Context: an optimization exercise on an open-source flow, tuned for small area and a short achievable clock period. The choices shown serve that exercise and are no tape-out recipe.
In this exercise RTL edits were held to simulation tests only and were not proved equivalent to the original.
Power and IR drop assume default switching activity.

**flow/design.v**
```verilog
module fault_mem_cfg #(
  parameter int DATA_WIDTH = 8,
  parameter int ADDR_WIDTH = 4,
  parameter int CAPACITY   = 16,
  parameter int NUM_FAULTS = 4,
  parameter int IDX_WIDTH  = 2,
  parameter int BIT_WIDTH  = 3
) (
  input  logic                  clk,
  input  logic                  rst,
  input  logic                  write_read,
  input  logic [ADDR_WIDTH-1:0] address,
  input  logic [DATA_WIDTH-1:0] wdata,
  output logic [DATA_WIDTH-1:0] rdata,
  input  logic                  cfg_we,
  input  logic [IDX_WIDTH-1:0]  cfg_idx,
  input  logic [2:0]            cfg_type,
  input  logic [ADDR_WIDTH-1:0] cfg_vaddr,
  input  logic [BIT_WIDTH-1:0]  cfg_vbit,
  input  logic [ADDR_WIDTH-1:0] cfg_aaddr,
  input  logic [BIT_WIDTH-1:0]  cfg_abit,
  output logic                  fault_hit
);
  localparam int NF = 4;
  localparam int NW = 16;
  localparam int DW = 8;
  logic [NF-1:0][2:0] type_q;
  logic [NF-1:0][3:0] vaddr_q;
  logic [NF-1:0][2:0] vbit_q;
  logic [NF-1:0][3:0] aaddr_q;
  logic [NF-1:0][2:0] abit_q;
  logic       ld_q;
  logic [1:0] ldi_q;
  logic [3:0] ld_vaddr_q, ld_aaddr_q;
  logic [2:0] ld_vbit_q, ld_abit_q;
  logic [NF-1:0] flip_q, flip_d;
  logic       pc_q, pc_d;
  logic [3:0] pcw_q;
  logic [2:0] pcb_q;
  logic [NF-1:0] cvv_q, cup_q, cdn_q, cag_q;
  logic [NF-1:0] cvv_d, cup_d, cdn_d, cag_d;
  logic [NW-1:0][DW-1:0] mem_q;
  logic [NW-1:0][DW-1:0] mem_d;
  logic [NW-1:0][DW-1:0] golden_q;
  logic [NW-1:0][DW-1:0] golden_d;
  logic [DW-1:0] wdata1_q;
  logic [DW-1:0] rdata1_q;
  logic [DW-1:0] rdata1_d;
  logic [DW-1:0] rdata_q;
  logic          fhw_q;           
  logic          fhw_d;
  logic [DW-1:0] fhr_q;           
  logic [DW-1:0] fhr_d;
  assign rdata     = rdata_q;
  assign fault_hit = fhw_q | (|fhr_q);
  logic [NF-1:0][NW-1:0] vw1h;    
  logic [NF-1:0][DW-1:0] vb1h;    
  logic [NF-1:0][DW-1:0] ab1h;    
  logic [NF-1:0][3:0]    nu, nd;  
  logic [NF-1:0]         wdv;     
  logic [NF-1:0]         wda;     
  logic [NF-1:0][NF-1:0] beq;     
  logic [NF-1:0][NF-1:0] same;    
  logic [NF-1:0][NF-1:0] rup;     
  logic [NF-1:0][NF-1:0] rdn;     
  logic [NF-1:0][NF-1:0] rag;     
  logic [NF-1:0][NF-1:0] aeq;     
  logic [NF-1:0]         d;       
  logic [NF-1:0]         sa_on;   
  logic [NF-1:0]         sa_val;  
  logic [NF-1:0]         tog;     
  logic [NF-1:0]         cfs;     
  logic [NF-1:0]         hcf;     
  logic [NF-1:0]         e;       
  logic [NF-1:0]         first;   
  always_comb begin
    for (int i = 0; i < NF; i++) begin
      for (int w = 0; w < NW; w++) vw1h[i][w] = (vaddr_q[i] == 4'(w));
      for (int b = 0; b < DW; b++) vb1h[i][b] = (vbit_q[i] == 3'(b));
      nu[i]  = vaddr_q[i] + 4'd1;
      nd[i]  = vaddr_q[i] - 4'd1;
      for (int b = 0; b < DW; b++) ab1h[i][b] = (abit_q[i] == 3'(b));
      wdv[i] = |(wdata1_q & vb1h[i]);
      wda[i] = |(wdata1_q & ab1h[i]);
    end
    for (int i = 0; i < NF; i++) begin
      beq[i][i]  = 1'b1;
      same[i][i] = 1'b1;
      rup[i][i]  = 1'b0;
      rdn[i][i]  = 1'b0;
      for (int j = i + 1; j < NF; j++) begin
        beq[i][j]  = (vbit_q[j] == vbit_q[i]);
        beq[j][i]  = beq[i][j];
        same[i][j] = (vaddr_q[j] == vaddr_q[i]) && beq[i][j];
        same[j][i] = same[i][j];
        aeq[i][j]  = (aaddr_q[j] == aaddr_q[i]);
      end
    end
    for (int i = 0; i < NF; i++) begin
      for (int j = 0; j < NF; j++) begin
        if (j != i) begin
          rup[i][j] = (vaddr_q[j] == nu[i]) && beq[i][j];
          rdn[j][i] = rup[i][j];
        end
        rag[i][j] = (vaddr_q[j] == aaddr_q[i]) && (vbit_q[j] == abit_q[i]);
      end
    end
  end
  logic [NF-1:0] vv, up, dn, ag;
  always_comb begin
    logic [NW-1:0] lv1h, la1h;
    logic [DW-1:0] lb1h, lab1h;
    logic [NW-1:0] lcv, lca;
    logic          lvv, lup, ldn, lag;
    for (int w = 0; w < NW; w++) begin
      lv1h[w] = (ld_vaddr_q == 4'(w));
      la1h[w] = (ld_aaddr_q == 4'(w));
    end
    for (int b = 0; b < DW; b++) begin
      lb1h[b]  = (ld_vbit_q == 3'(b));
      lab1h[b] = (ld_abit_q == 3'(b));
    end
    for (int w = 0; w < NW; w++) begin
      lcv[w] = |(mem_q[w] & lb1h);
      lca[w] = |(mem_q[w] & lab1h);
    end
    lvv = |(lcv & lv1h) ^ (^(flip_q & same[ldi_q])) ^
          (pc_q && (pcw_q == ld_vaddr_q) && (pcb_q == ld_vbit_q));
    lup = |(lcv & {lv1h[NW-2:0], lv1h[NW-1]}) ^ (^(flip_q & rup[ldi_q])) ^
          (pc_q && (pcw_q == ld_vaddr_q + 4'd1) && (pcb_q == ld_vbit_q));
    ldn = |(lcv & {lv1h[0], lv1h[NW-1:1]}) ^ (^(flip_q & rdn[ldi_q])) ^
          (pc_q && (pcw_q == ld_vaddr_q - 4'd1) && (pcb_q == ld_vbit_q));
    lag = |(lca & la1h) ^ (^(flip_q & rag[ldi_q])) ^
          (pc_q && (pcw_q == ld_aaddr_q) && (pcb_q == ld_abit_q));
    for (int i = 0; i < NF; i++) begin
      if (ld_q && (ldi_q == 2'(i))) begin
        vv[i] = lvv; up[i] = lup; dn[i] = ldn; ag[i] = lag;
      end else begin
        vv[i] = cvv_q[i]; up[i] = cup_q[i]; dn[i] = cdn_q[i]; ag[i] = cag_q[i];
      end
    end
  end
  always_comb begin
    for (int i = 0; i < NF; i++) begin
      logic v;
      v         = wdv[i];
      sa_on[i]  = 1'b0;
      sa_val[i] = 1'b0;
      for (int j = 0; j < NF; j++) begin
        if (same[i][j]) begin
          case (type_q[j])
            3'd1: begin v = 1'b0; sa_on[i] = 1'b1; sa_val[i] = 1'b0; end
            3'd2: begin v = 1'b1; sa_on[i] = 1'b1; sa_val[i] = 1'b1; end
            3'd3: if (!vv[j] && wdv[i]) v = 1'b0;
            3'd4: if (vv[j] && !wdv[i]) v = 1'b1;
            3'd7: if (up[j] && !dn[j]) v = 1'b0;
            default: ;
          endcase
        end
      end
      d[i]   = v ^ wdv[i];
      tog[i] = (type_q[i] == 3'd5) || (wda[i] ^ vv[i]);
      cfs[i] = ((type_q[i] == 3'd5) || (type_q[i] == 3'd6)) &&
               !(vaddr_q[i] == aaddr_q[i]) && (ag[i] ^ wda[i]);
      hcf[i] = cfs[i] && tog[i];
    end
    for (int i = 0; i < NF; i++) begin
      first[i] = 1'b1;
      for (int j = 0; j < i; j++) if (same[i][j]) first[i] = 1'b0;
    end
    for (int i = 0; i < NF; i++) begin
      e[i] = hcf[i];
      for (int j = i + 1; j < NF; j++)
        if (same[i][j] && cfs[j] && aeq[i][j]) e[i] = 1'b0;
    end
  end
  logic          wr_op;
  logic          rd_op;
  logic [NW-1:0] wsel;
  logic [DW-1:0] r0;
  logic [DW-1:0] ga;
  logic [NF-1:0] vm, am, um, dm;
  logic [NF-1:0] etog;
  logic [DW-1:0] ovr;
  logic [DW-1:0] setb;
  logic [NF-1:0] fn;
  logic          wr_hit;
  logic [DW-1:0] fl;
  logic [NF-1:0] cs;
  logic [DW-1:0] rsel;
  logic [DW-1:0] rval;
  logic [NW-1:0] cw;
  logic [DW-1:0] cb;
  always_comb begin
    wr_op = write_read && !rst;
    rd_op = !write_read && !rst;
    for (int w = 0; w < NW; w++) wsel[w] = (address == 4'(w));
    for (int b = 0; b < DW; b++) begin
      logic [NW-1:0] mcol, gcol;
      for (int w = 0; w < NW; w++) begin
        mcol[w] = mem_q[w][b];
        gcol[w] = golden_q[w][b];
      end
      r0[b] = |(wsel & mcol);
      ga[b] = |(wsel & gcol);
    end
    for (int i = 0; i < NF; i++) begin
      vm[i]   = (vaddr_q[i] == address);
      am[i]   = (aaddr_q[i] == address);
      um[i]   = (nu[i] == address);
      dm[i]   = (nd[i] == address);
      etog[i] = wr_op && am[i] && e[i];
    end
    for (int b = 0; b < DW; b++) begin
      ovr[b]  = 1'b0;
      setb[b] = 1'b0;
      for (int i = 0; i < NF; i++) begin
        ovr[b]  = ovr[b]  | (vm[i] & vb1h[i][b] & sa_on[i]);
        setb[b] = setb[b] | (vm[i] & vb1h[i][b] & sa_on[i] & sa_val[i]);
      end
    end
    for (int b = 0; b < DW; b++) begin
      fl[b] = pc_q && (pcw_q == address) && (pcb_q == 3'(b));
      for (int i = 0; i < NF; i++) fl[b] = fl[b] ^ (vm[i] & vb1h[i][b] & flip_q[i]);
    end
    for (int i = 0; i < NF; i++) begin
      cs[i] = cfg_we && !rst && (cfg_idx == 2'(i));
      fn[i] = (wr_op && vm[i]) ? (d[i] & first[i]) : (flip_q[i] ^ etog[i]);
      flip_d[i] = cs[i] ? 1'b0 : fn[i];
    end
    pc_d = |(cs & fn);
    wr_hit = |(vm & d) || |(am & hcf);
    for (int w = 0; w < NW; w++) cw[w] = pc_q && (pcw_q == 4'(w));
    for (int b = 0; b < DW; b++) cb[b] = (pcb_q == 3'(b));
    for (int w = 0; w < NW; w++) begin
      for (int b = 0; b < DW; b++) begin
        mem_d[w][b] = (wr_op && wsel[w]) ? wdata1_q[b] : (mem_q[w][b] ^ (cw[w] & cb[b]));
      end
      golden_d[w] = (wr_op && wsel[w]) ? wdata1_q : golden_q[w];
    end
    for (int i = 0; i < NF; i++) begin
      logic tv, tu, tn, ta, cu, cn, ca;
      tv = 1'b0; tu = 1'b0; tn = 1'b0; ta = 1'b0;
      cu = 1'b0; cn = 1'b0; ca = 1'b0;
      for (int j = 0; j < NF; j++) begin
        tv = tv | (same[i][j] & etog[j]);
        tu = tu | (rup[i][j] & etog[j]);
        tn = tn | (rdn[i][j] & etog[j]);
        ta = ta | (rag[i][j] & etog[j]);
        cu = cu | (rup[i][j] & d[j]);
        cn = cn | (rdn[i][j] & d[j]);
        ca = ca | (rag[i][j] & d[j]);
      end
      cvv_d[i] = (wr_op && vm[i]) ? (wdv[i] ^ d[i]) : (vv[i] ^ tv);
      cup_d[i] = (wr_op && um[i]) ? (wdv[i] ^ cu)   : (up[i] ^ tu);
      cdn_d[i] = (wr_op && dm[i]) ? (wdv[i] ^ cn)   : (dn[i] ^ tn);
      cag_d[i] = (wr_op && am[i]) ? (wda[i] ^ ca)   : (ag[i] ^ ta);
    end
    for (int b = 0; b < DW; b++) begin
      rsel[b] = rd_op && !ovr[b];
      rval[b] = ovr[b] ? setb[b] : (r0[b] ^ fl[b]);
    end
    rdata1_d = rd_op ? rval : rdata1_q;
    fhw_d = wr_op && wr_hit;
    fhr_d = (rsel & (r0 ^ ga ^ fl)) | ({DW{rd_op}} & ovr & (setb ^ ga));
  end
  always_ff @(posedge clk) begin
    if (rst) begin
      wdata1_q    <= '0;
      rdata1_q    <= '0;
      rdata_q     <= '0;
      fhw_q       <= 1'b0;
      fhr_q       <= '0;
      type_q      <= '0;
      ld_q        <= 1'b0;
      pc_q        <= 1'b0;
    end else begin
      wdata1_q    <= wdata;
      rdata1_q    <= rdata1_d;
      rdata_q     <= rdata1_q;
      fhw_q       <= fhw_d;
      fhr_q       <= fhr_d;
      ld_q        <= cfg_we;
      pc_q        <= pc_d;
      if (cfg_we) begin
        type_q[cfg_idx]  <= cfg_type;
        vaddr_q[cfg_idx] <= cfg_vaddr;
        vbit_q[cfg_idx]  <= cfg_vbit;
        aaddr_q[cfg_idx] <= cfg_aaddr;
        abit_q[cfg_idx]  <= cfg_abit;
      end
    end
  end
  always_ff @(posedge clk) begin
    mem_q    <= mem_d;
    golden_q <= golden_d;
    ldi_q      <= cfg_idx;
    ld_vaddr_q <= cfg_vaddr;
    ld_vbit_q  <= cfg_vbit;
    ld_aaddr_q <= cfg_aaddr;
    ld_abit_q  <= cfg_abit;
    flip_q   <= flip_d;
    pcw_q    <= vaddr_q[cfg_idx];
    pcb_q    <= vbit_q[cfg_idx];
    cvv_q    <= cvv_d;
    cup_q    <= cup_d;
    cdn_q    <= cdn_d;
    cag_q    <= cag_d;
  end
endmodule
```
**flow/flow/run.sh**
```bash
#!/bin/bash
# Layout flow: the standard ORFS flow with two changes.
#  1. Technology mapping uses an area-oriented ABC script (flow/area.abc) in
#     place of ORFS's delay-oriented one. Everything else in synthesis is the
#     standard script, so the registers are the standard synthesis's.
#  2. repair_timing aims for a setup slack of SETUP_MARGIN ns, so paths far
#     shorter than the clock period are still tightened.
set -euo pipefail
SETUP_MARGIN=${SETUP_MARGIN:-17}
here=$(pwd)
rm -rf "$here/orfs_scripts"
cp -r "$FLOW_HOME/scripts" "$here/orfs_scripts"
cp "$here/flow/area.abc" "$here/orfs_scripts/abc_speed.script"
bash standard.sh SCRIPTS_DIR="$here/orfs_scripts" SETUP_SLACK_MARGIN=$SETUP_MARGIN finish > standard_flow.log 2>&1
```
**flow/flow/area.abc**
```
strash
&get -n
&dch -f
&nf -R 50 -p
&put
```
**flow/standard.sh**
```bash
#!/bin/bash
# synth_recipe.tcl (not shown) runs the flow's synth.tcl, then flattens the netlist and writes it again
# the make line also repeats each setting of config.mk as NAME=value (left out here)
make -C /OpenROAD-flow-scripts/flow DESIGN_CONFIG=/design/flow/config.mk WORK_HOME=/design/flow/orfs CLKGATE_MAP_FILE= SYNTH_SCRIPT=/design/flow/synth_recipe.tcl "${@:-finish}"
```
**flow/config.mk**
```make
export PLATFORM = sky130hd
export DESIGN_NAME = fault_mem_cfg
export DESIGN_NICKNAME = fault_mem_cfg
export VERILOG_FILES = /design/flow/design.v
export SDC_FILE = /design/flow/constraint.sdc
export NUM_CORES = 4
export LEC_CHECK = 0
export CAP_MARGIN = 20
export CELL_PAD_IN_SITES_DETAIL_PLACEMENT = 2
export CELL_PAD_IN_SITES_GLOBAL_PLACEMENT = 4
export CORE_MARGIN = 2
export CORE_UTILIZATION = 25
export PLACE_DENSITY = 0.35
export SLEW_MARGIN = 20
```
**flow/constraint.sdc**
```tcl
create_clock -name core_clock -period 24.0 [get_ports {clk}]
set_input_delay 4.8000 -clock core_clock [delete_from_list [all_inputs] [get_ports {clk}]]
set_output_delay 4.8000 -clock core_clock [all_outputs]
set_load 0.01 [all_outputs]
```
==> summary.txt, run 1 <==
PwrDens 72.5 nW/um^2; M2 GR Usage 0.530; Post-synth EDFFs 184; Num CTS Buffers 53; GR Util met3 0.0280; pre-CTS setup slack 15.30 ns; clock tree buffer depth 3; Worst Setup SP address[1]; Final HPWL DP 110,000 um; IO buf count 43; layout cell share with drive strength beyond 1 0.131; core area 102,000 sq um; crit path time final 6.93 ns; setup TNS 0 ns; dpl cells 4,427; grt ovf 0; main flop type after synthesis dfxtp_1; period utilisation layout 0.289; cts hold-fix bufs 0; Worst Reg2Reg Path Length in Cells 25; Ys Warns 1; Max Fclk 0.144 GHz; Layout area overhead 25.7%; hold slack final 0.449 ns; status timing/DRC/antenna clean; initial antenna violation count 3; Non-Filler Instances 4,617; Die Y 324 um; Yosys reg bits 402; R2R Path Start ld_vbit_q[0]; WP data required 24.53 ns; critical path endpoint fhr_q[3]; DRT antenna net count 0; CTS tree yes; clock root buffer clkbuf_16; slew margin rel. 0.288; worst path cell trace buf_12 > buf_12 > buf_4 > nand2_4 > nor2_1 > buf_6 > buf_12 > a222oi_1 > and3_4 > nand4_1 > xnor2_2 > xnor2_1 > nand4_1 > nand3_2 > xor2_1 > nor2_1; first-pass GRT wire length 214,000 um; Netlist cell types 55; vias in the first global route 27,400; Initial Utilization 0.252; Clk pin slew, worst setup/hold paths 0.06 ns; skew final 0.0421 ns; busiest grt layer met2; Crit path largest cell delay 0.32 ns; Crit Path Class in2reg; Die Span X 324 um; grt met1 use 0.339; Syn Nets 2,939; boundary pin count 44; worst min path class reg2reg; post-synthesis average cell area 8.85 sq um; row cnt 117; CTS sink count 402; Total Power 2330 uW; Critical R2R Capture cup_q[1]; final setup fails 0; Initial DRT Pass Iterations 9; Final GP Congestion 0.913; final antenna diode count 0; register area share after synthesis 0.387; largest net degree at the start of global routing 58; DRC Markers 0; CP Max Fanout 7; Critical Path AT 7.46 ns; critical path endpoint category register; maximum vdd drop 0.0562 mV; slowest cell on the critical path xnor2_2; full die area 105,000 sq um; Detailed Route WL 152,000 um; CP dominant cell by count buf_12; Total GRT Usage 0.286; Net count, final 3,256; Slew Viols, Final 0; synthesized area 25,600 sq um; H-Tree Depth 2; 1st-iter DRT viols 1,895; max-cap viol count 0; setup ws final 17.07 ns; Leak Pwr 0.0107 uW; DR vias 25,800; WL per Instance 32.9 um; Startpoint Class input port; Post-synth ARST share 0; worst reg2reg setup slack 17.33 ns; slew at the pin closest to its max-slew limit 1.07 ns; Post-Syn Instances 2,887; min-delay src rdata1_q[0]; RSZ-0062 raised after global routing yes; Final Hold Vio Count 0; vias per cell 5.60; Worst-Skew Late Latency 0.69 ns
-- metrics by stage --
step / utilization / area [sq um]
floorplan: - / 25600
global placement: 0.284 / 28800
detailed placement: 0.284 / 28900
CTS: 0.311 / 31600
global route: 0.316 / 32100
finish: 0.316 / 32100
-- cells by family after synthesis --
logic type	synth area share
buffers and inverters	0.0107
AND/OR/NAND/NOR	0.213
flip-flops	0.387
multiplexers	0.0160
adder cells (fa/ha/maj)	0.00832
XOR/XNOR	0.181
AO/OA/AOI/OAI	0.184
-- Yosys cell counts, drive strengths merged (20+ instances only) --
master,count,area [sq um]
nand2,380,1430
xnor2,289,2530
nor2,288,1080
xor2,238,2080
dfxtp,218,4360
edfxtp,184,5530
o21ai,181,906
a21oi,124,621
nand3,106,531
a222oi,96,961
o22ai,88,551
clkinv,73,274
nand4,72,450
nor3,71,355
nor2b,54,338
a22oi,51,383
a221oi,42,368
nor4,42,263
a22o,35,307
and3,33,206
nor3b,20,150
-- worst max-delay path, delay by kind of cell --
kind,cells,cell delay [ns]
AOI/OAI and AO/OA,1,0.30
xor gates and xnor gates,3,0.65
buffers and inverters,5,0.68
and+or+nand+nor,7,1.00
-- power breakdown --
part	leakage [uW]	switching [uW]	internal, uW	total (uW)
logic	0.00608	299	190	490
clock network	0.000904	364	523	887
registers	0.00369	154	799	953
-- flip-flops by register name, summed over array words and instances (netlist names), 3 cells and up --
| signal | count |
|---|---|
| golden_q | 128 |
| ld_vbit_q | 3 |
| flip_q | 4 |
| cag_q | 4 |
| cvv_q | 4 |
| vbit_q | 12 |
| type_q | 12 |
| ld_vaddr_q | 4 |
| wdata1_q | 8 |
| mem_q | 128 |
| pcw_q | 4 |
| cup_q | 4 |
| rdata1_q | 8 |
| aaddr_q | 16 |
| ld_abit_q | 3 |
| rdata_q | 8 |
| fhr_q | 8 |
| vaddr_q | 16 |
| ld_aaddr_q | 4 |
| cdn_q | 4 |
| pcb_q | 3 |
| abit_q | 12 |
-- how the worst min path moves through the flow --
stage | slack [ns] | cells after the start | endpoint
after CTS | 0.45 | 1 | rdata1_q[0]
final | 0.45 | 1 | rdata1_q[0]
after detailed placement | 0.44 | 1 | rdata1_q[0]
after floorplan | 0.42 | 2 | rdata1_q[1]
after global routing | 0.47 | 1 | rdata1_q[0]
after global placement | 0.44 | 1 | rdata1_q[0]
-- metal layers --
| layer | wire length, um | share of wire |
|---|---|---|
| met2 | 78200 | 0.52 |
| met5 | 0 | 0 |
| met3 | 5160 | 0.034 |
| met4 | 6400 | 0.042 |
| met1 | 62000 | 0.41 |
-- placed cells by master (no fill, tap or decap), drive strengths merged, types with 6 or more instances in the layout --
cell,netlist,layout
a22oi,51,51
o221ai,6,6
o211ai,11,11
bufinv,0,10
a311oi,8,8
dfxtp,218,218
clkinv,73,93
nand4,72,72
ha,17,17
a22o,35,35
mux2i,7,7
a222oi,96,96
and3b,6,6
nor2,288,288
and3,33,33
clkdlybuf4s50,0,38
nor3,71,71
nand3,106,106
xor2,238,238
and4,12,12
nand4b,7,7
nand2b,17,17
and2,16,16
a32oi,9,9
buf,0,222
nor4,42,42
o22ai,88,88
a31oi,17,17
clkbuf,0,65
nor3b,20,20
edfxtp,184,184
nand2,380,380
xnor2,289,289
nand3b,12,12
a221oi,42,42
o21ai,181,181
nor2b,54,54
mux4,15,15
a21oi,124,124
-- area by class of cell --
cell class | instances | area [sq um]
multi-input combinational | 2412 | 16000
sequential | 402 | 9900
fill | 11500 | 69500
tap | 1368 | 1710
clock inverter | 36 | 500
timing repair buffer | 262 | 2350
inverter | 73 | 274
clock buffer | 64 | 1390
-- repair_timing --
item                                    4_1_cts  5_1_grt
resized for setup                            82       50
endpoints found under the hold margin         0        0
pin swaps                                    14       18
setup buffers                                51       35
endpoints found under the setup margin      146       43
gates cloned                                  3        1
==> run 2, diff against run 1 <==
--- a/flow/flow/run.sh
+++ b/flow/flow/run.sh
@@ -8,3 +8,3 @@
 set -euo pipefail
-SETUP_MARGIN=${SETUP_MARGIN:-17}
+SETUP_MARGIN=${SETUP_MARGIN:-16.5}
 here=$(pwd)
==> flow/flow/area.abc (replaced) <==
strash
&get -n
&dch -f
&nf -R 1000 -p
&put
==> run 2 against run 1 <==
Net effect: global-route usage is 0.20 points lower; still clean on timing, DRC and antenna; via count hardly changed; clock-buffer cell count is 12 higher; wire length is 0.63% lower; critical path type unchanged.
==> summary.txt, run 2 <==
post-synthesis average cell area 8.87 sq um; main flop type after synthesis dfxtp_1; CTS sink count 402; Post-synth ARST share 0; PwrDens 74.3 nW/um^2; hold path depth 2; max-cap viol count 0; Comb pwr share 0.203; status timing/DRC/antenna clean; Worst Hold End rdata1_q[4]; Max Fclk 0.137 GHz; most frequent cell after synthesis nand2_1; slowest cell on the critical path a222oi_1; largest area contributor in the netlist edfxtp_1; register area share after synthesis 0.388; IO buf count 43; worst path cell trace buf_2 > buf_6 > nand2b_4 > nor2_1 > buf_4 > a222oi_1 > nand2_1 > nor2_4 > xnor2_2 > xnor2_1 > nor2_1 > nor4_4 > xor2_1 > nor2_1; worst min path class reg2reg; WP data required 24.53 ns; setup ws final 16.68 ns; worst reg2reg setup slack 16.85 ns; Final HPWL DP 108,000 um; row cnt 117; vias per cell 5.65; most frequent cells in the layout nand2_1, xnor2_1, nor2_1; initial antenna violation count 1; dpl cells 4,399; Critical Path AT 7.85 ns; Post-synth EDFFs 184; setup TNS 0 ns; share of the synthesized area in the top cell type 0.217; Die Y 324 um; full die area 105,000 sq um; NetSw 823 uW; Yosys reg bits 402; final setup fails 0; Initial Utilization 0.252; Worst Setup SP address[3]; Sw Share 0.351; Leak Pwr 0.0104 uW; Clk pwr share 0.388; Clk pin slew, worst setup/hold paths 0.06 ns; Int Pwr 1520 uW; Detailed Route WL 151,000 um; Startpoint Class input port; cts hold-fix bufs 0; Worst Reg2Reg Path Length in Cells 24; WL per Instance 33.0 um; DRT antenna net count 0; pre-CTS setup slack 15.19 ns; grt ovf 0; DRC Markers 0; Layout fillers 11,300; clock root buffer clkbuf_16; Ys Warns 1; part of the power in registers 0.409; Crit path largest cell delay 0.59 ns; Post-synth top cells nand2_1, xnor2_1, nor2_1; top post-synthesis cells by area edfxtp_1, dfxtp_1, xnor2_1, xor2_1, nand2_1; layout cell share with drive strength beyond 1 0.115; period utilisation layout 0.305; Post-Syn Instances 2,877; R2R Path Start vbit_q[2]; Num CTS Buffers 54; H-Tree Depth 2; min-delay src rdata1_q[4]; vias in the first global route 27,000; boundary pin count 44; CTS tree yes; Critical R2R Capture cag_q[1]; CP top delay family simple AND/OR/NAND/NOR gates; Worst-Skew Late Latency 0.70 ns; hold slack final 0.449 ns; Crit Path Class in2reg; slew margin rel. 0.233; largest net degree at the start of global routing 53; crit path time final 7.32 ns; synthesized area 25,500 sq um; Net count, final 3,205; CP bufs+invs 3; CP Max Fanout 25; clock tree buffer depth 3; most common cell after layout, fill and taps aside nand2_1; skew final 0.0421 ns; Largest regs golden_q (128), mem_q (128); RSZ-0062 raised after global routing yes; Die Span X 324 um; DR vias 25,800; maximum vdd drop 0.0552 mV; Final GP Congestion 0.880; Final Hold Vio Count 0; 1st-iter DRT viols 2,297; first-pass GRT wire length 212,000 um; Slew Viols, Final 0; Total GRT Usage 0.284; Non-Filler Instances 4,569; slew at the pin closest to its max-slew limit 1.15 ns; critical path endpoint category register; Syn Nets 2,929; CP dominant cell by count nor2_1; core area 101,000 sq um; Initial DRT Pass Iterations 8; Netlist cell types 57; Layout area overhead 23.6%
-- run 2: changes by cell type after synthesis, moves of 3 or more --
cell      delta
a21oi_1      -9
a22oi_1      +3
a31oi_1      +4
nand2b_1     +3
nand3b_1     -4
nand4_1      +4
nor2_1       -8
o21ai_0      +3
xnor2_1      -7
xor2_1       +6
-- run 2: cells by family (layout without fill, tap and decap cells) --
| family | after synthesis | count (layout) | share of synthesized area |
|---|---|---|---|
| fa+ha+maj | 17 | 17 | 0.00833 |
| flops | 402 | 402 | 0.388 |
| other cells | 0 | 2 | 0 |
| simple gates | 1142 | 1142 | 0.212 |
| mux | 21 | 21 | 0.0156 |
| compound gates | 698 | 698 | 0.186 |
| xor+xnor | 526 | 526 | 0.181 |
| buf+inv | 71 | 393 | 0.0104 |
-- run 2: metal layers --
layer | vias up | global-route usage | share of wire | routed length, um
met5 | - | 0 | 0 | 0
met4 | 0 | 0.116 | 0.045 | 6810
met3 | 258 | 0.0307 | 0.036 | 5370
met2 | 687 | 0.515 | 0.51 | 76700
met1 | 13500 | 0.341 | 0.41 | 62000
li1 | 11400 | - | - | -
-- run 2: area by class of cell --
class	instances	area [sq um]	share of cell area
antenna	2	5.00	0.000159
clock inverter	26	420	0.0133
multi-input combinational	2404	15800	0.502
timing repair buffer	220	1850	0.0586
sequential	402	9900	0.314
tap	1368	1710	0.0542
inverter	71	267	0.00845
clock buffer	76	1560	0.0493
-- run 2: timing repair --
item                                    in CTS  in global routing
pin swaps                                    5                 10
resized for setup                           25                 36
setup buffers                               12                 53
cloned                                       0                  1
endpoints found under the setup margin      48                 31
-- run 2: metrics by stage --
stage	power (uW)	cell area [sq um]	utilization
after floorplan	1150	25500	-
after global placement	1410	28700	0.283
after detailed placement	1430	28700	0.283
after CTS	2360	30900	0.305
after global routing	2430	31500	0.311
final	2350	31600	0.311
-- run 2: worst max-delay path by stage --
| stage | depth (start not counted) | endpoint | slack (ns) |
|---|---|---|---|
| 2_1_floorplan | 3 | mem_q[100] | 16.48 |
| 3_3_place_gp | 14 | fhr_q[2] | 15.32 |
| 3_5_place_dp | 14 | fhr_q[2] | 15.19 |
| 4_1_cts | 23 | cag_q[1] | 16.48 |
| 5_1_grt | 24 | cag_q[1] | 16.48 |
| 6_report | 14 | fhr_q[2] | 16.68 |
-- run 2: worst register-to-register path, cell delays in order, from the launching register on --
cell      delay (ns)
edfxtp_1        0.36
buf_4           0.25
xor2_1          0.22
nor3_1          0.66
and4_1          0.73
o22ai_1         0.16
nor2_1          0.16
xnor2_1         0.17
xnor2_1         0.11
xnor2_1         0.16
xnor2_1         0.67
a21oi_1         0.35
nor3_1          0.46
o22ai_1         0.18
a31oi_1         0.26
a22oi_1         0.11
o31ai_1         0.36
a21oi_1         0.15
a21oi_2         0.44
xnor2_4         0.30
o22ai_1         0.15
a21oi_1         0.12
o21ai_0         0.12
xor2_1          0.17
o21ai_0         0.22
-- run 2: power groups by stage --
stage	Combinational [uW]	Sequential, uW	Clock, uW
after floorplan	259	896	0
after global placement	438	975	0
after detailed placement	451	976	0
after CTS	459	961	935
after global routing	515	964	956
final	476	960	910
==> run 3, diff against run 2 <==
--- a/flow/flow/run.sh
+++ b/flow/flow/run.sh
@@ -8,3 +8,3 @@
 set -euo pipefail
-SETUP_MARGIN=${SETUP_MARGIN:-16.5}
+SETUP_MARGIN=${SETUP_MARGIN:-17}
 here=$(pwd)
--- a/flow/config.mk
+++ b/flow/config.mk
@@ -12,2 +12,4 @@
 export CORE_UTILIZATION = 25
+export CTS_BUF_LIST = sky130_fd_sc_hd__clkbuf_8
+export CTS_CLUSTER_SIZE = 24
 export PLACE_DENSITY = 0.35
==> run 3 against run 2 <==
Net effect: largest power group unchanged; sequential cell count did not move; worst hold slack improved by 0.0069 ns; largest cell class unchanged; area after synthesis did not move.
==> summary.txt, run 3 <==
slew margin rel. 0.227; Post-synth ARST share 0; Largest regs golden_q (128), mem_q (128); Post-synth top cells nand2_1, xnor2_1, nor2_1; vias per cell 5.68; CP dominant cell by count buf_4; Startpoint Class input port; CP bufs+invs 4; first-pass GRT wire length 216,000 um; Yosys reg bits 402; Die Span X 324 um; boundary pin count 44; Slew Viols, Final 0; final non-filler cell area 31,500 sq um; WL per Instance 33.3 um; Net count, final 3,227; RSZ-0062 raised after global routing no; Max Fclk 0.144 GHz; Die Y 324 um; Layout area overhead 23.4%; Post-synth EDFFs 184; register area share after synthesis 0.388; vias in the first global route 27,700; Initial Utilization 0.252; dpl cells 4,391; most frequent cell after synthesis nand2_1; clock root buffer clkbuf_8; Initial DRT Pass Iterations 9; Area after DPL 28,700 sq um; full die area 105,000 sq um; Final HPWL DP 109,000 um; main flop type after synthesis dfxtp_1; WP data required 24.57 ns; Post-Syn Instances 2,877; worst min path class reg2reg; most frequent cells in the layout nand2_1, nor2_1, xnor2_1; Num CTS Buffers 84; initial antenna violation count 1; Worst-Skew Late Latency 0.79 ns; share of the synthesized area in the top cell type 0.217; CP Max Fanout 38; final setup fails 0; Final Hold Vio Count 0; DR vias 26,200; period utilisation layout 0.290; core area 101,000 sq um; cts hold-fix bufs 0; setup TNS 0 ns; Total GRT Usage 0.291; max-cap viol count 0; CTS sink count 402; layout cell share with drive strength beyond 1 0.129; top post-synthesis cells by area edfxtp_1, dfxtp_1, xnor2_1, xor2_1, nand2_1; 1st-iter DRT viols 2,047; Ys Warns 1; skew final 0.0645 ns; largest net degree at the start of global routing 55; Syn Nets 2,929; CTS tree yes; Final GP Congestion 0.873; synthesized area 25,500 sq um; grt ovf 0; Clk pin slew, worst setup/hold paths 0.06 ns; PwrDens 70.8 nW/um^2; critical path endpoint category register; worst path cell trace clkdlybuf4s50_1 > buf_4 > clkinv_1 > ha_4 > nor2_4 > buf_4 > nand2_1 > o22ai_1; crit path time final 6.96 ns; CP top delay family buffers and inverters; maximum vdd drop 0.0453 mV; clock tree buffer depth 3; Critical Path AT 7.53 ns; H-Tree Depth 3; slowest cell on the critical path clkdlybuf4s50_1; most common cell after layout, fill and taps aside nand2_1; Non-Filler Instances 4,611; DRC Markers 0; largest area contributor in the netlist edfxtp_1; IO buf count 43; row cnt 117; Leak Pwr 0.0105 uW; Netlist cell types 57; post-synthesis average cell area 8.87 sq um; Detailed Route WL 154,000 um; DRT antenna net count 0; status timing/DRC/antenna clean; Crit Path Class in2reg; Crit path largest cell delay 0.46 ns; slew at the pin closest to its max-slew limit 1.16 ns
run 3: cell type report:
| class | instances | area (sq um) |
|---|---|---|
| Fill cell | 11400 | 70000 |
| Multi-Input combinational cell | 2405 | 16000 |
| Sequential cell | 402 | 9900 |
| Timing Repair Buffer | 211 | 1830 |
| Tap cell | 1368 | 1710 |
| Clock buffer | 107 | 1470 |
| Clock inverter | 44 | 278 |
| Inverter | 71 | 267 |
| Antenna cell | 3 | 7.51 |
run 3: power breakdown:
group / leakage (uW) / switching (uW) / internal (uW)
sequential: 0.00369 / 166 / 800
combinational: 0.00578 / 299 / 186
clock: 0.000995 / 361 / 416
total: 0.0105 / 826 / 1400
run 3: cell families after synthesis:
group	synth area share
muxes	0.0156
xor gates and xnor gates	0.181
adders and majority gates	0.00833
and+or+nand+nor	0.212
AOI/OAI and AO/OA	0.186
buffers and inverters	0.0104
DFF	0.388
run 3: metrics by stage:
step | utilization | hold slack, ns | power [uW] | setup WS (ns)
2_1_floorplan | - | 0.417 | 1150 | 16.48
3_3_place_gp | 0.282 | 0.446 | 1420 | 15.35
3_5_place_dp | 0.283 | 0.454 | 1430 | 15.19
4_1_cts | 0.308 | 0.462 | 2250 | 17.01
5_1_grt | 0.310 | 0.486 | 2320 | 17.00
6_report | 0.310 | 0.456 | 2230 | 17.04
run 3: layer usage:
metal | part of all wire | GRT usage
met5 | 0 | 0
met4 | 0.044 | 0.124
met3 | 0.032 | 0.0292
met2 | 0.52 | 0.534
met1 | 0.41 | 0.342
run 3: worst paths after layout:
kind | from | to | slack (ns) | cells after the start
worst min-delay path | rdata1_q[7] | rdata1_q[7] | 0.46 | 2
worst max register to register | vbit_q[1] | cag_q[0] | 17.34 | 24
worst max-delay path | cfg_idx[0] | aaddr_q[15] | 17.04 | 8
worst min register to register | rdata1_q[7] | rdata1_q[7] | 0.46 | 2
run 3: tightest hold or removal path, stage by stage (launching register included):
cell and delay [ns]:
dfxtp_1 0.31, nand2_1 0.05, a21oi_1 0.05
run 3: repair_timing:
| item | CTS | global route |
|---|---|---|
| endpoints found under the setup margin | 121 | 21 |
| gates resized for setup | 76 | 26 |
| pin swaps | 18 | 13 |
| gates cloned | 2 | 1 |
| setup buffers | 51 | 12 |
==> run 4, diff against run 3 <==
--- a/flow/config.mk
+++ b/flow/config.mk
@@ -12,5 +12,4 @@
 export CORE_UTILIZATION = 25
-export CTS_BUF_LIST = sky130_fd_sc_hd__clkbuf_8
-export CTS_CLUSTER_SIZE = 24
 export PLACE_DENSITY = 0.35
 export SLEW_MARGIN = 20
+export TNS_END_PERCENT = 0
==> run 4 against run 3 <==
Net effect: still clean; worst hold slack worse by 0.0081 ns; combinational power down 1%; wire length fell by 0.61%; maximum frequency shrank 2.8%; critical path depth rose by 5; largest cell class unchanged; largest power group unchanged.
==> summary.txt, run 4 <==
Final GP Congestion 0.896; Slew Viols, Final 0; pre-CTS setup slack 15.25 ns; Leak Pwr 0.0104 uW; final antenna diode count 0; Clk pin slew, worst setup/hold paths 0.06 ns; slew at the pin closest to its max-slew limit 1.16 ns; CTS tree yes; XOR/XNOR Fraction of Synth Area 0.181; Net count, final 3,207; Worst Reg2Reg Path Length in Cells 25; Worst-Skew Late Latency 0.69 ns; Total GRT Usage 0.286; CP Max Fanout 17; Layout fillers 11,300; WL per Instance 33.4 um; Largest regs golden_q (128), mem_q (128); skew final 0.0446 ns; synthesized area 25,500 sq um; top post-synthesis cells by area edfxtp_1, dfxtp_1, xnor2_1, xor2_1, nand2_1; core area 101,000 sq um; Post-synth EDFFs 184; Final Hold Vio Count 0; setup TNS 0 ns; critical path endpoint category register; max-cap viol count 0; Num CTS Buffers 54; largest net degree at the start of global routing 54; 1st-iter DRT viols 2,349; Die Y 324 um; vias in the first global route 27,500; most frequent cells in the layout nand2_1, xnor2_1, nor2_1; Post-synth ARST share 0; initial antenna violation count 2; Initial DRT Pass Iterations 10; Synth Area in Compound Gates 0.186; PwrDens 73.1 nW/um^2; Ys Warns 1; DRT antenna net count 0; row cnt 117; met3 WL post-DR 5630 um; crit path time final 7.15 ns; clock root buffer clkbuf_16; maximum vdd drop 0.0516 mV; boundary pin count 44; Post-Synth Adder-Cell Area 0.00833; Layout area overhead 23.4%; Total Power 2300 uW; share of the synthesized area in the top cell type 0.217; largest family of logic cells by synthesized area simple AND/OR/NAND/NOR gates; DRC Markers 0; Met1 Wirelength 62,300 um; IO buf count 43; register area share after synthesis 0.388; full die area 105,000 sq um; Final HPWL DP 108,000 um; cts hold-fix bufs 0; vias per cell 5.68; Max Fclk 0.140 GHz; period utilisation layout 0.298; grt ovf 0; H-Tree Depth 2; Initial Utilization 0.252; final setup fails 0; main flop type after synthesis dfxtp_1; largest area contributor in the netlist edfxtp_1; Startpoint Class input port; setup ws final 16.85 ns; Netlist cell types 57; most common cell after layout, fill and taps aside nand2_1; slew margin rel. 0.227; Yosys reg bits 402; Top Layer Used met4; Die Span X 324 um; Syn Nets 2,929; worst min path class reg2reg; first-pass GRT wire length 214,000 um; clock tree buffer depth 3; post-synthesis average cell area 8.87 sq um; Post-Syn Instances 2,877; mux share of post-synthesis cell area 0.0156; hold path depth 2; Critical Path AT 7.68 ns; layout cell share with drive strength beyond 1 0.117; Detailed Route WL 153,000 um; area share of and/or/nand/nor cells after synthesis 0.212; WP data required 24.53 ns; DR vias 25,900; status timing/DRC/antenna clean; Post-synth top cells nand2_1, xnor2_1, nor2_1; most frequent cell after synthesis nand2_1; Crit Path Class in2reg; CTS sink count 402; RSZ-0062 raised after global routing yes; routed length on met2 78,800 um
## run 4: cell count changes in the layout (fill, tap and decap cells not counted), moves of 4 or more
cell	before	now
xnor2_2	11	5
clkbuf_16	0	58
nor2_2	6	2
inv_1	25	0
clkbuf_8	108	9
clkinvlp_4	1	6
xnor2_1	269	277
clkbuf_1	0	15
buf_4	156	165
## run 4: cell families after synthesis
logic type               count (synthesis)
AO/OA/AOI/OAI                          698
XOR/XNOR                               526
adder cells (fa/ha/maj)                 17
buffers and inverters                   71
flip-flops                             402
multiplexers                            21
AND/OR/NAND/NOR                       1142
## run 4: critical path, cell delays in order
cell,delay (ns)
buf_2,0.17
bufbuf_16,0.33
nand2_2,0.13
nor2_1,0.08
buf_6,0.18
a222oi_1,0.59
nand4_1,0.43
xnor2_1,0.25
xnor2_1,0.27
xor2_1,0.18
nor2_1,0.06
a21oi_1,0.13
nor2_1,0.06
## run 4: path summary, 6_finish.rpt
| path | slack, ns | startpoint | to |
|---|---|---|---|
| worst min register to register | 0.45 | rdata1_q[7] | rdata1_q[7] |
| worst max-delay path | 16.85 | address[2] | fhr_q[1] |
| worst max register to register | 16.96 | ld_vbit_q[0] | cag_q[0] |
| worst min-delay path | 0.45 | rdata1_q[7] | rdata1_q[7] |
## run 4: repair_timing
action                                  CTS  global route
setup buffers                            38            23
endpoints found under the setup margin  116            61
pin swaps                                12            15
gates resized for setup                  54            26
gates cloned                              2             2
## run 4: metrics by stage
step                      std cells  area, sq um  hold WS (ns)  utilization
after floorplan                2877        25500         0.417            -
after global placement         4401        28700         0.435        0.283
after detailed placement       4401        28700         0.444        0.283
after CTS                      4543        31100         0.450        0.307
after global routing           4569        31500         0.462        0.310
final                          4569        31500         0.448        0.310
## run 4: metal layers
layer | vias to the layer above | track usage
li1 | 11400 | -
met4 | 0 | 0.108
met2 | 693 | 0.527
met1 | 13600 | 0.339
met3 | 249 | 0.0304
met5 | - | 0
## run 4: final cells by class
| type | instances | area (sq um) | share of cell area |
|---|---|---|---|
| clock buffers | 80 | 1580 | 0.0502 |
| clock inverters | 22 | 304 | 0.00965 |
| inverters | 71 | 267 | 0.00846 |
| multi-input cells | 2404 | 15800 | 0.502 |
| flip-flops and latches | 402 | 9900 | 0.314 |
| well taps | 1368 | 1710 | 0.0543 |
| repair buffers | 222 | 1920 | 0.0609 |
## run 4: report_power, final
group	internal [uW]	switching [uW]
registers	799	161
logic	183	294
clock network	503	361
total	1490	816
==> run 5, diff against run 4 <==
--- a/flow/config.mk
+++ b/flow/config.mk
@@ -14,2 +14 @@
 export SLEW_MARGIN = 20
-export TNS_END_PERCENT = 0
==> run 5 against run 4 <==
Net effect: clock power down 3.6%; synthesized cell count stayed put; combinational power increased by 3%; worst setup slack improved by 0.22 ns; sequential cell count is the same; global-route usage rose by 0.46 points.
==> summary.txt, run 5 <==
vias per cell 5.68; first-pass GRT wire length 216,000 um; grt ovf 0; Worst Setup SP address[1]; most frequent cell after synthesis nand2_1; layout cell share with drive strength beyond 1 0.129; dpl cells 4,391; H-Tree Depth 2; Yosys reg bits 402; pre-CTS setup slack 15.19 ns; IO buf count 43; top post-synthesis cells by area edfxtp_1, dfxtp_1, xnor2_1, xor2_1, nand2_1; Startpoint Class input port; synthesized area 25,500 sq um; Total Power 2290 uW; CTS tree yes; Critical R2R Capture cag_q[1]; Non-Filler Instances 4,583; register area share after synthesis 0.388; WL per Instance 33.7 um; Syn Nets 2,929; Initial Utilization 0.252; Ys Warns 1; Net count, final 3,219; number of cells on the critical path 14; Final HPWL DP 109,000 um; final setup fails 0; DRT antenna net count 0; Worst-Skew Late Latency 0.69 ns; post-synthesis average cell area 8.87 sq um; Largest regs golden_q (128), mem_q (128); Critical Path AT 7.44 ns; initial antenna violation count 0; clock tree buffer depth 3; Layout Utilization 0.314; Die Y 324 um; DR vias 26,000; critical path endpoint category register; PwrDens 71.9 nW/um^2; hold path depth 2; setup TNS 0 ns; boundary pin count 44; slowest cell on the critical path and3_1; vias in the first global route 27,400; Total GRT Usage 0.290; Max Fclk 0.144 GHz; cts hold-fix bufs 0; R2R Path Start vaddr_q[8]; main flop type after synthesis dfxtp_1; Slew Viols, Final 0; Post-synth top cells nand2_1, xnor2_1, nor2_1; core area 101,000 sq um; 1st-iter DRT viols 2,051; RSZ-0062 raised after global routing yes; full die area 105,000 sq um; WP data required 24.51 ns; most common cell after layout, fill and taps aside nand2_1; Leak Pwr 0.0105 uW; Final Hold Vio Count 0; worst path cell trace buf_16 > nand2b_4 > buf_12 > nor3_2 > buf_6 > a222oi_1 > and3_1 > nand4_1 > xnor2_2 > xnor2_1 > nand4_1 > and3_2 > xnor2_2 > nor2_1; Layout area overhead 24.8%; Initial DRT Pass Iterations 9; status timing/DRC/antenna clean; Crit Path Class in2reg; CP top delay family simple AND/OR/NAND/NOR gates; period utilisation layout 0.289; largest net degree at the start of global routing 55; DRC Markers 0; slew at the pin closest to its max-slew limit 1.13 ns; Num CTS Buffers 53; Final GP Congestion 0.873; skew final 0.0427 ns; slew margin rel. 0.244; setup ws final 17.07 ns; CP Max Fanout 23; Detailed Route WL 154,000 um; Die Span X 324 um; max-cap viol count 0; critical path endpoint fhr_q[5]; largest area contributor in the netlist edfxtp_1; Crit path largest cell delay 0.28 ns; share of the synthesized area in the top cell type 0.217; Netlist cell types 57; Post-synth ARST share 0; Worst Reg2Reg Path Length in Cells 26; Post-Syn Instances 2,877; crit path time final 6.93 ns; row cnt 117; Clk pin slew, worst setup/hold paths 0.06 ns; CP bufs+invs 3; most frequent cells in the layout nand2_1, nor2_1, xnor2_1; clock root buffer clkbuf_16; worst reg2reg setup slack 17.36 ns; worst min path class reg2reg; CTS sink count 402; maximum vdd drop 0.0537 mV; Post-synth EDFFs 184
run 5: repair_timing:
item                       4_1_cts  5_1_grt
gates cloned                     2        1
resized for setup               82       57
pin swaps                       21       28
setup endpoints to repair      148       39
setup buffers                   54       32
run 5: per-layer routing:
layer	vias to the layer above	global-route usage	wire, um
met5	-	0	0
met3	272	0.0290	5320
met2	668	0.532	79400
met4	0	0.123	6750
li1	11400	-	-
met1	13700	0.343	62800
run 5: how the worst min path moves through the flow:
stage,startpoint,to,slack [ns]
after floorplan,rdata1_q[1],rdata1_q[1],0.42
after global placement,rdata1_q[7],rdata1_q[7],0.45
after detailed placement,rdata1_q[7],rdata1_q[7],0.45
after CTS,rdata1_q[7],rdata1_q[7],0.46
after global routing,rdata1_q[7],rdata1_q[7],0.49
final,rdata1_q[7],rdata1_q[7],0.45
run 5: worst reg2reg max path, delay by kind of cell, from the launching register on:
kind / cells / cell delay (ns)
compound gates: 11 / 2.42
xor+xnor: 8 / 1.87
fa+ha+maj: 1 / 0.28
buf+inv: 2 / 0.63
flops: 1 / 0.41
simple gates: 4 / 0.95
run 5: final cells by class:
cell class,instances,area [sq um]
antenna,3,7.51
clock buffer,74,1470
clock inverter,26,294
fill,11400,69600
inverter,71,267
multi-input combinational,2405,16200
sequential,402,9900
tap,1368,1710
timing repair buffer,234,2050
run 5: cells by family after synthesis:
family / count (synthesis) / share of synthesized area
DFF: 402 / 0.388
muxes: 21 / 0.0156
adders and majority gates: 17 / 0.00833
and+or+nand+nor: 1142 / 0.212
xor gates and xnor gates: 526 / 0.181
buffers and inverters: 71 / 0.0104
AOI/OAI and AO/OA: 698 / 0.186
run 5: power by group:
group / internal (uW) / leakage [uW] / switching, uW
combinational: 191 / 0.00595 / 303
clock: 472 / 0.000869 / 360
sequential: 799 / 0.00369 / 166
run 5: stage by stage:
stage	hold slack (ns)	instance area, sq um
after detailed placement	0.454	28700
after global routing	0.485	31800
after CTS	0.462	31300
final	0.453	31900
after global placement	0.446	28600
after floorplan	0.417	25600
==> run 6, diff against run 5 <==
--- a/flow/config.mk
+++ b/flow/config.mk
@@ -12,2 +12,3 @@
 export CORE_UTILIZATION = 25
+export CTS_BUF_LIST = sky130_fd_sc_hd__clkbuf_4 sky130_fd_sc_hd__clkbuf_8
 export PLACE_DENSITY = 0.35
==> run 6 against run 5 <==
Net effect: synthesized cell count is the same; die area is the same; maximum frequency shrank 0.33%; cell area shrank 0.60%; critical path depth shrank 6; clock-buffer cell count grew 58; largest cell class unchanged.
==> summary.txt, run 6 <==
clock tree buffer depth 3; vias per cell 5.65; max-cap viol count 0; worst reg2reg setup slack 17.30 ns; Syn Nets 2,929; FF/Latch Area 9900 sq um; Netlist cell types 57; Max Fclk 0.144 GHz; Crit Path Class in2reg; Num CTS Buffers 84; synthesized area 25,500 sq um; Critical R2R Capture cag_q[0]; R2R Path Start vbit_q[2]; DRT antenna net count 0; DRC Markers 0; Leak Pwr 0.0105 uW; Total Power 2270 uW; grt ovf 0; WP data required 24.57 ns; 1st-iter DRT viols 1,979; PwrDens 71.6 nW/um^2; share of the synthesized area in the top cell type 0.217; CTS sink count 402; Final HPWL DP 109,000 um; Int Pwr 1440 uW; most common cell after layout, fill and taps aside nand2_1; DR vias 26,100; Area after DPL 28,700 sq um; Total GRT Usage 0.291; final non-filler cell area 31,700 sq um; Net count, final 3,235; CTS tree yes; Largest regs golden_q (128), mem_q (128); row cnt 117; Worst Reg2Reg Path Length in Cells 25; largest net degree at the start of global routing 55; core area 101,000 sq um; Worst Setup SP cfg_idx[0]; CP Max Fanout 38; Ys Warns 1; H-Tree Depth 3; Layout area overhead 24.1%; Yosys reg bits 402; Final Hold Vio Count 0; register area share after synthesis 0.388; part of the power in registers 0.426; Final GP Congestion 0.873; most frequent cell after synthesis nand2_1; Clk pwr share 0.359; Layout fillers 11,400; full die area 105,000 sq um; Initial DRT Pass Iterations 6; clock root buffer clkbuf_8; top post-synthesis cells by area edfxtp_1, dfxtp_1, xnor2_1, xor2_1, nand2_1; Worst-Skew Late Latency 0.78 ns; area of the multi-input gates 16,000 sq um; crit path time final 6.96 ns; boundary pin count 44; Slew Viols, Final 0; layout cell share with drive strength beyond 1 0.139; vias in the first global route 27,700; Critical Path AT 7.52 ns; slew margin rel. 0.241; post-synthesis average cell area 8.87 sq um; critical path endpoint aaddr_q[15]; most frequent cells in the layout nand2_1, nor2_1, xnor2_1; Die Y 324 um; Post-synth EDFFs 184; main flop type after synthesis dfxtp_1; setup TNS 0 ns; Die Span X 324 um; skew final 0.0668 ns; RSZ-0062 raised after global routing yes; Sw Share 0.364; status timing/DRC/antenna clean; Post-synth top cells nand2_1, xnor2_1, nor2_1; Initial Utilization 0.252; first-pass GRT wire length 216,000 um; IO buf count 43; Startpoint Class input port; worst min path class reg2reg; initial antenna violation count 1; Clk pin slew, worst setup/hold paths 0.06 ns; cts hold-fix bufs 0; largest area contributor in the netlist edfxtp_1; slew at the pin closest to its max-slew limit 1.14 ns; final setup fails 0; Comb pwr share 0.215; period utilisation layout 0.290; maximum vdd drop 0.0447 mV; NetSw 824 uW; WL per Instance 33.2 um; Post-synth ARST share 0; Layout Utilization 0.312; Detailed Route WL 153,000 um; Post-Syn Instances 2,877; critical path endpoint category register
run 6: what timing repair did:
item | 4_1_cts | 5_1_grt
endpoints found under the setup margin | 121 | 22
buffers inserted | 51 | 21
endpoints found under the hold margin | 0 | 0
resized for setup | 75 | 39
pin swaps | 18 | 12
gates cloned | 2 | 0
run 6: cell type report:
class,instances,area share
multi-input combinational,2404,0.507
sequential,402,0.313
timing repair buffer,220,0.0598
tap,1368,0.0541
clock buffer,132,0.0524
inverter,71,0.00842
clock inverter,19,0.00581
antenna,2,0.000158
run 6: cells by family (layout without fill, tap and decap cells):
logic type,count (synthesis),in the layout,synth area share
flops,402,402,0.388
other cells,0,2,0
simple gates,1142,1142,0.212
xor+xnor,526,526,0.181
compound gates,698,698,0.186
mux,21,21,0.0156
fa+ha+maj,17,17,0.00833
buf+inv,71,442,0.0104
run 6: worst min path at each step:
stage,end,start,cells after the start,slack [ns]
detailed placement,rdata1_q[7],rdata1_q[7],2,0.45
floorplan,rdata1_q[1],rdata1_q[1],2,0.42
CTS,rdata1_q[7],rdata1_q[7],2,0.46
global route,rdata1_q[7],rdata1_q[7],2,0.49
global placement,rdata1_q[7],rdata1_q[7],2,0.45
finish,rdata1_q[7],rdata1_q[7],2,0.46
run 6: metrics by stage:
| stage | hold WS, ns | setup WS (ns) | instances |
|---|---|---|---|
| 5_1_grt | 0.486 | 17.00 | 4617 |
| 4_1_cts | 0.462 | 17.01 | 4595 |
| 3_5_place_dp | 0.454 | 15.19 | 4391 |
| 6_report | 0.456 | 17.04 | 4618 |
| 3_3_place_gp | 0.446 | 15.35 | 4390 |
| 2_1_floorplan | 0.417 | 16.48 | 2877 |
run 6: layer usage:
layer / vias up / GRT usage / wire length [um]
met3: 287 / 0.0296 / 4800
met1: 13700 / 0.342 / 62800
met4: 0 / 0.125 / 6880
met2: 687 / 0.534 / 79000
li1: 11400 / - / -
met5: - / 0 / 0
run 6: worst max-delay path, stage by stage:
cell and delay (ns):
clkdlybuf4s50_1 0.46, buf_4 0.41, clkinv_1 0.33, ha_4 0.39, nor2_4 0.45, buf_4 0.34
nand2_1 0.11, o22ai_1 0.15
run 6: power by group through the flow:
stage	Combinational, uW	Sequential, uW	Clock (uW)
3_5_place_dp	449	983	0
4_1_cts	479	963	842
5_1_grt	524	968	868
3_3_place_gp	435	982	0
2_1_floorplan	259	896	0
6_report	486	966	814
==> run 7, diff against run 6 <==
--- a/flow/config.mk
+++ b/flow/config.mk
@@ -12,3 +12,5 @@
 export CORE_UTILIZATION = 25
-export CTS_BUF_LIST = sky130_fd_sc_hd__clkbuf_4 sky130_fd_sc_hd__clkbuf_8
+export CTS_BUF_LIST = sky130_fd_sc_hd__clkbuf_16
+export CTS_CLUSTER_DIAMETER = 80
+export CTS_CLUSTER_SIZE = 22
 export PLACE_DENSITY = 0.35
==> run 7 against run 6 <==
Net effect: final cell count decreased by 1.4%; synthesized cell count unchanged; maximum frequency is 0.11% lower; clock skew fell by 0.0073 ns; wire length increased by 0.55%; combinational power rose by 2%; sequential share of layout area rose by 0.19 points; cell area shrank 0.59%; still clean on timing, DRC and antenna.
==> summary.txt, run 7 <==
status timing/DRC/antenna clean; M2 GR Usage 0.529; Sw Share 0.375; Net count, final 3,207; Post-Synth Adder-Cell Area 0.00833; most frequent cell after synthesis nand2_1; Crit path largest cell delay 0.52 ns; slew margin rel. 0.210; synthesized area 25,500 sq um; worst path cell trace buf_6 > buf_12 > buf_12 > xnor2_1 > nand4_1 > buf_4 > buf_4 > nor4_1 > nand2_1 > xor2_1 > xnor2_1 > xnor2_1 > xor2_1 > a211oi_1; largest net degree at the start of global routing 55; Largest regs golden_q (128), mem_q (128); grt met1 use 0.343; clock root buffer clkbuf_16; slew at the pin closest to its max-slew limit 1.18 ns; top post-synthesis cells by area edfxtp_1, dfxtp_1, xnor2_1, xor2_1, nand2_1; period utilisation layout 0.290; dpl cells 4,391; WL per Instance 33.9 um; grt ovf 0; Startpoint Class input port; vias per cell 5.70; row cnt 117; Worst-Skew Late Latency 0.65 ns; critical path endpoint category register; boundary pin count 44; Comb pwr share 0.233; GR Util met3 0.0283; area share of and/or/nand/nor cells after synthesis 0.212; H-Tree Depth 2; NetSw 799 uW; Int Pwr 1330 uW; post-synthesis average cell area 8.87 sq um; DR vias 26,000; slowest cell on the critical path nor4_1; Syn Nets 2,929; skew final 0.0595 ns; most common cell after layout, fill and taps aside nand2_1; Final HPWL DP 109,000 um; layout cell share with drive strength beyond 1 0.122; Layout Utilization 0.310; Layout area overhead 23.3%; Post-synth EDFFs 184; CTS tree yes; crit path time final 6.96 ns; maximum vdd drop 0.0467 mV; Max Fclk 0.144 GHz; CP top delay family XOR/XNOR gates; XOR/XNOR Fraction of Synth Area 0.181; 1st-iter DRT viols 2,211; PwrDens 67.6 nW/um^2; DRC Markers 0; initial antenna violation count 2; Leak Pwr 0.0103 uW; Ys Warns 1; final non-filler cell area 31,500 sq um; largest family of logic cells by synthesized area simple AND/OR/NAND/NOR gates; Yosys reg bits 402; Final Hold Vio Count 0; mux share of post-synthesis cell area 0.0156; Area after DPL 28,700 sq um; share of the synthesized area in the top cell type 0.217; RSZ-0062 raised after global routing yes; core area 101,000 sq um; setup TNS 0 ns; DRT antenna net count 0; Initial Utilization 0.252; Post-synth ARST share 0; final setup fails 0; Initial DRT Pass Iterations 10; part of the power in registers 0.453; register area share after synthesis 0.388; Final GP Congestion 0.873; full die area 105,000 sq um; clock tree buffer depth 3; Die Span X 324 um; busiest grt layer met2; Post-Syn Instances 2,877; max-cap viol count 0; Detailed Route WL 154,000 um; main flop type after synthesis dfxtp_1; Non-Filler Instances 4,554; Total GRT Usage 0.288; IO buf count 43; vias in the first global route 27,200; cts hold-fix bufs 0; most frequent cells in the layout nand2_1, nor2_1, xnor2_1; Netlist cell types 57; CP Max Fanout 6; first-pass GRT wire length 214,000 um; Clk pwr share 0.314; largest area contributor in the netlist edfxtp_1; Synth Area in Compound Gates 0.186; Clk pin slew, worst setup/hold paths 0.09 ns; worst min path class reg2reg; Die Y 324 um; CP bufs+invs 5; WP data required 24.56 ns; Num CTS Buffers 38; Crit Path Class in2reg; Critical Path AT 7.52 ns; Post-synth top cells nand2_1, xnor2_1, nor2_1; Slew Viols, Final 0; CTS sink count 402; Layout fillers 11,400; CP dominant cell by count xnor2_1
==> run 7: cell counts after synthesis <==
Identical to the previous run, type by type.
==> run 7: through the flow <==
step                total power (uW)  worst slack, ns  hold slack, ns
floorplan                       1150            16.48           0.417
global placement                1420            15.35           0.446
detailed placement              1430            15.19           0.454
CTS                             2130            17.00           0.462
global route                    2210            16.98           0.486
finish                          2130            17.04           0.456
==> run 7: timing repair <==
item,4_1_cts,5_1_grt
resized for setup,81,54
gates cloned,2,4
endpoints found under the setup margin,149,28
pin swaps,18,20
buffers inserted,62,24
==> run 7: routing by layer <==
layer  wire length, um  part of all wire
met4              6490             0.042
met2             79100              0.51
met1             63200              0.41
met5                13          0.000084
met3              5410             0.035
==> run 7: power groups by stage <==
stage / clock network [uW] / logic (uW) / registers, uW
after detailed placement: 0 / 449 / 983
after CTS: 687 / 481 / 962
after global placement: 0 / 435 / 982
after floorplan: 0 / 259 / 896
final: 668 / 497 / 964
after global routing: 709 / 534 / 967
==> run 7: area by class of cell <==
cell class              instances  area [sq um]  area share
inverters                      71           267     0.00847
well taps                    1368          1710      0.0544
repair buffers                236          2160      0.0685
diodes                          2          5.00    0.000159
flip-flops and latches        402          9900       0.315
multi-input cells            2406         16100       0.513
clock inverters                30           313     0.00994
clock buffers                  39           976      0.0310
==> run 7: cell families after synthesis <==
group                    after synthesis
AND/OR/NAND/NOR                     1142
AO/OA/AOI/OAI                        698
XOR/XNOR                             526
flip-flops                           402
buffers and inverters                 71
multiplexers                          21
adder cells (fa/ha/maj)               17
==> run 7: worst min-delay path, cell delays in order (launching register included) <==
cell and delay [ns]:
dfxtp_1 0.31, nand2_1 0.05, a21oi_1 0.05
==> run 7: path summary, 6_finish.rpt <==
| path | from | end | slack, ns | cells past startpoint |
|---|---|---|---|---|
| worst max-delay path | address[0] | fhr_q[4] | 17.04 | 14 |
| worst min-delay path | rdata1_q[7] | rdata1_q[7] | 0.46 | 2 |
| worst max register to register | vbit_q[4] | cag_q[0] | 17.30 | 24 |
| worst min register to register | rdata1_q[7] | rdata1_q[7] | 0.46 | 2 |
==> run 8, diff against run 7 <==
--- a/flow/config.mk
+++ b/flow/config.mk
@@ -13,4 +13,4 @@
 export CTS_BUF_LIST = sky130_fd_sc_hd__clkbuf_16
-export CTS_CLUSTER_DIAMETER = 80
-export CTS_CLUSTER_SIZE = 22
+export CTS_CLUSTER_DIAMETER = 150
+export CTS_CLUSTER_SIZE = 20
 export PLACE_DENSITY = 0.35
==> run 8 against run 7 <==
Net effect: die area unchanged; largest power group unchanged; clock-buffer cell count fell by 14; area after synthesis is the same; core utilization is 0.53 points lower; clock skew fell by 0.027 ns; critical endpoint is now rdata1_q[7].
==> summary.txt, run 8 <==
Final HPWL DP 109,000 um; Largest regs golden_q (128), mem_q (128); full die area 105,000 sq um; slew margin rel. 0.208; clock root buffer clkbuf_16; synthesized area 25,500 sq um; critical path endpoint rdata1_q[7]; crit path time final 6.89 ns; Num CTS Buffers 25; Yosys reg bits 402; Initial Utilization 0.252; 1st-iter DRT viols 2,183; post-synthesis average cell area 8.87 sq um; part of the power in registers 0.496; IO buf count 43; DRC Markers 0; CP Max Fanout 7; most frequent cell after synthesis nand2_1; Initial DRT Pass Iterations 6; initial antenna violation count 1; layout cell share with drive strength beyond 1 0.115; most frequent cells in the layout nand2_1, nor2_1, xnor2_1; CTS sink count 402; critical path endpoint category register; Ys Warns 1; max-cap viol count 0; DR vias 25,800; Post-synth ARST share 0; DRT antenna net count 0; Clk pwr share 0.250; Syn Nets 2,929; Die Span X 324 um; period utilisation layout 0.287; largest area contributor in the netlist edfxtp_1; vias in the first global route 27,000; Max Fclk 0.145 GHz; Netlist cell types 57; Int Pwr 1190 uW; H-Tree Depth 1; Critical Path AT 7.41 ns; slew at the pin closest to its max-slew limit 1.19 ns; share of the synthesized area in the top cell type 0.217; Crit Path Class in2reg; Detailed Route WL 155,000 um; top post-synthesis cells by area edfxtp_1, dfxtp_1, xnor2_1, xor2_1, nand2_1; hold slack final 0.463 ns; Net count, final 3,199; cts hold-fix bufs 0; CTS tree yes; boundary pin count 44; WP data required 24.52 ns; row cnt 117; Post-synth top cells nand2_1, xnor2_1, nor2_1; skew final 0.0321 ns; final setup fails 0; Leak Pwr 0.0101 uW; RSZ-0062 raised after global routing yes; Worst Setup SP address[2]; R2R Path Start vaddr_q[15]; clock tree buffer depth 3; Comb pwr share 0.255; setup ws final 17.11 ns; first-pass GRT wire length 215,000 um; Final Hold Vio Count 0; grt ovf 0; register area share after synthesis 0.388; largest net degree at the start of global routing 55; worst min path class reg2reg; vias per cell 5.70; Post-Syn Instances 2,877; most common cell after layout, fill and taps aside nand2_1; worst reg2reg setup slack 17.40 ns; Worst-Skew Late Latency 0.66 ns; NetSw 755 uW; Post-synth EDFFs 184; PwrDens 62.8 nW/um^2; WL per Instance 34.1 um; pre-CTS setup slack 15.19 ns; Clk pin slew, worst setup/hold paths 0.10 ns; Critical R2R Capture cdn_q[2]; Final GP Congestion 0.873; Layout area overhead 21.2%; Slew Viols, Final 0; maximum vdd drop 0.0518 mV; main flop type after synthesis dfxtp_1; Sw Share 0.388; Startpoint Class input port; Worst Reg2Reg Path Length in Cells 25; Die Y 324 um; Total GRT Usage 0.288; status timing/DRC/antenna clean; setup TNS 0 ns; core area 101,000 sq um
==> run 8: worst max-delay path, stage by stage <==
cell,delay (ns)
buf_12,0.12
buf_12,0.15
buf_8,0.16
nand2_8,0.10
nor2_1,0.06
buf_6,0.14
buf_4,0.13
a222oi_1,0.43
nand4_1,0.18
nor2_1,0.47
xnor2_2,0.20
nor2b_1,0.17
o21ai_0,0.17
a21oi_1,0.09
==> run 8: layer usage <==
metal | vias to the layer above | part of all wire | track usage
met5 | - | 0.000084 | 0
met4 | 2 | 0.044 | 0.109
met3 | 256 | 0.031 | 0.0202
met2 | 621 | 0.51 | 0.532
met1 | 13600 | 0.41 | 0.345
li1 | 11400 | - | -
==> run 8: metrics by stage <==
step	total power, uW	area (sq um)	cells	utilization
floorplan	1150	25600	2877	-
global placement	1420	28600	4390	0.282
detailed placement	1430	28700	4391	0.283
CTS	1950	30300	4492	0.299
global route	2020	30900	4532	0.305
finish	1940	30900	4534	0.305
==> run 8: layout make-up <==
cell class                 count  area, sq um
multi-input combinational   2406        16100
antenna                        2         5.00
sequential                   402         9900
clock buffer                  25          626
clock inverter                19          126
fill                       11400        70500
tap                         1368         1710
inverter                      71          267
timing repair buffer         241         2200
==> run 8: power groups by stage <==
stage | clock, uW | combinational [uW] | sequential, uW
after floorplan | 0 | 259 | 896
after global placement | 0 | 435 | 982
after detailed placement | 0 | 449 | 983
after CTS | 504 | 480 | 961
after global routing | 523 | 532 | 967
final | 485 | 495 | 963
==> run 8: cell families (layout without fill, tap and decap cells) <==
logic type               Yosys count  count (layout)  synth area share
AO/OA/AOI/OAI                    698             698             0.186
XOR/XNOR                         526             526             0.181
adder cells (fa/ha/maj)           17              17           0.00833
buffers and inverters             71             356            0.0104
flip-flops                       402             402             0.388
multiplexers                      21              21            0.0156
other                              0               2                 0
AND/OR/NAND/NOR                 1142            1144             0.212
==> run 8: repair_timing <==
item | in CTS | in global routing
pin swaps | 18 | 25
gates cloned | 2 | 4
setup buffers | 55 | 36
setup endpoints to repair | 147 | 28
resized for setup | 82 | 54
==> run 8: worst min-delay path by stage <==
stage	start	endpoint	slack, ns	cells past startpoint
after floorplan	rdata1_q[1]	rdata1_q[1]	0.42	2
after global placement	rdata1_q[7]	rdata1_q[7]	0.45	2
after detailed placement	rdata1_q[7]	rdata1_q[7]	0.45	2
after CTS	rdata1_q[7]	rdata1_q[7]	0.47	2
after global routing	rdata1_q[7]	rdata1_q[7]	0.49	2
final	rdata1_q[7]	rdata1_q[7]	0.46	2

## separate check: timing with driven ports
The flow's constraints put no driver on any port. The routed layouts listed below were extracted and timed again, unchanged, in two steps.
Step 1 sets driving cells, clkbuf_16 on the clock port and buf_2 on the other inputs (assumed; they add their load-dependent delay and slew).
Step 2 times the ports against the registers' clock, not the clock port: input delays grow and output delays shrink by t, the midpoint of the rising clock arrivals with the driver on.
Three values: no drivers, after step 1, after step 2; two values: the first two.
run	shift t [ns]	setup slack, ns	worst hold slack (ns)
run 1	0.736	17.069 / 16.928 / 16.192	0.449 / 0.449 / 0.449
run 2	0.742	16.679 / 16.725 / 15.983	0.449 / 0.449 / 0.449
run 3	0.819	17.044 / 17.055 / 16.265	0.456 / 0.456 / 0.456
run 4	0.735	16.846 / 16.890 / 16.155	0.448 / 0.448 / 0.448
run 5	0.736	17.067 / 17.049 / 16.313	0.453 / 0.453 / 0.453
run 6	0.814	17.044 / 17.054 / 16.270	0.456 / 0.456 / 0.456
run 7	0.685	17.037 / 16.998 / 16.313	0.456 / 0.456 / 0.456
run 8	0.718	17.113 / 17.007 / 16.289	0.463 / 0.463 / 0.463
After both steps every run listed still meets setup and hold. For run 1, which loses most, drivers alone change the setup slack by -0.141 ns; drivers and shift together by -0.877 ns.
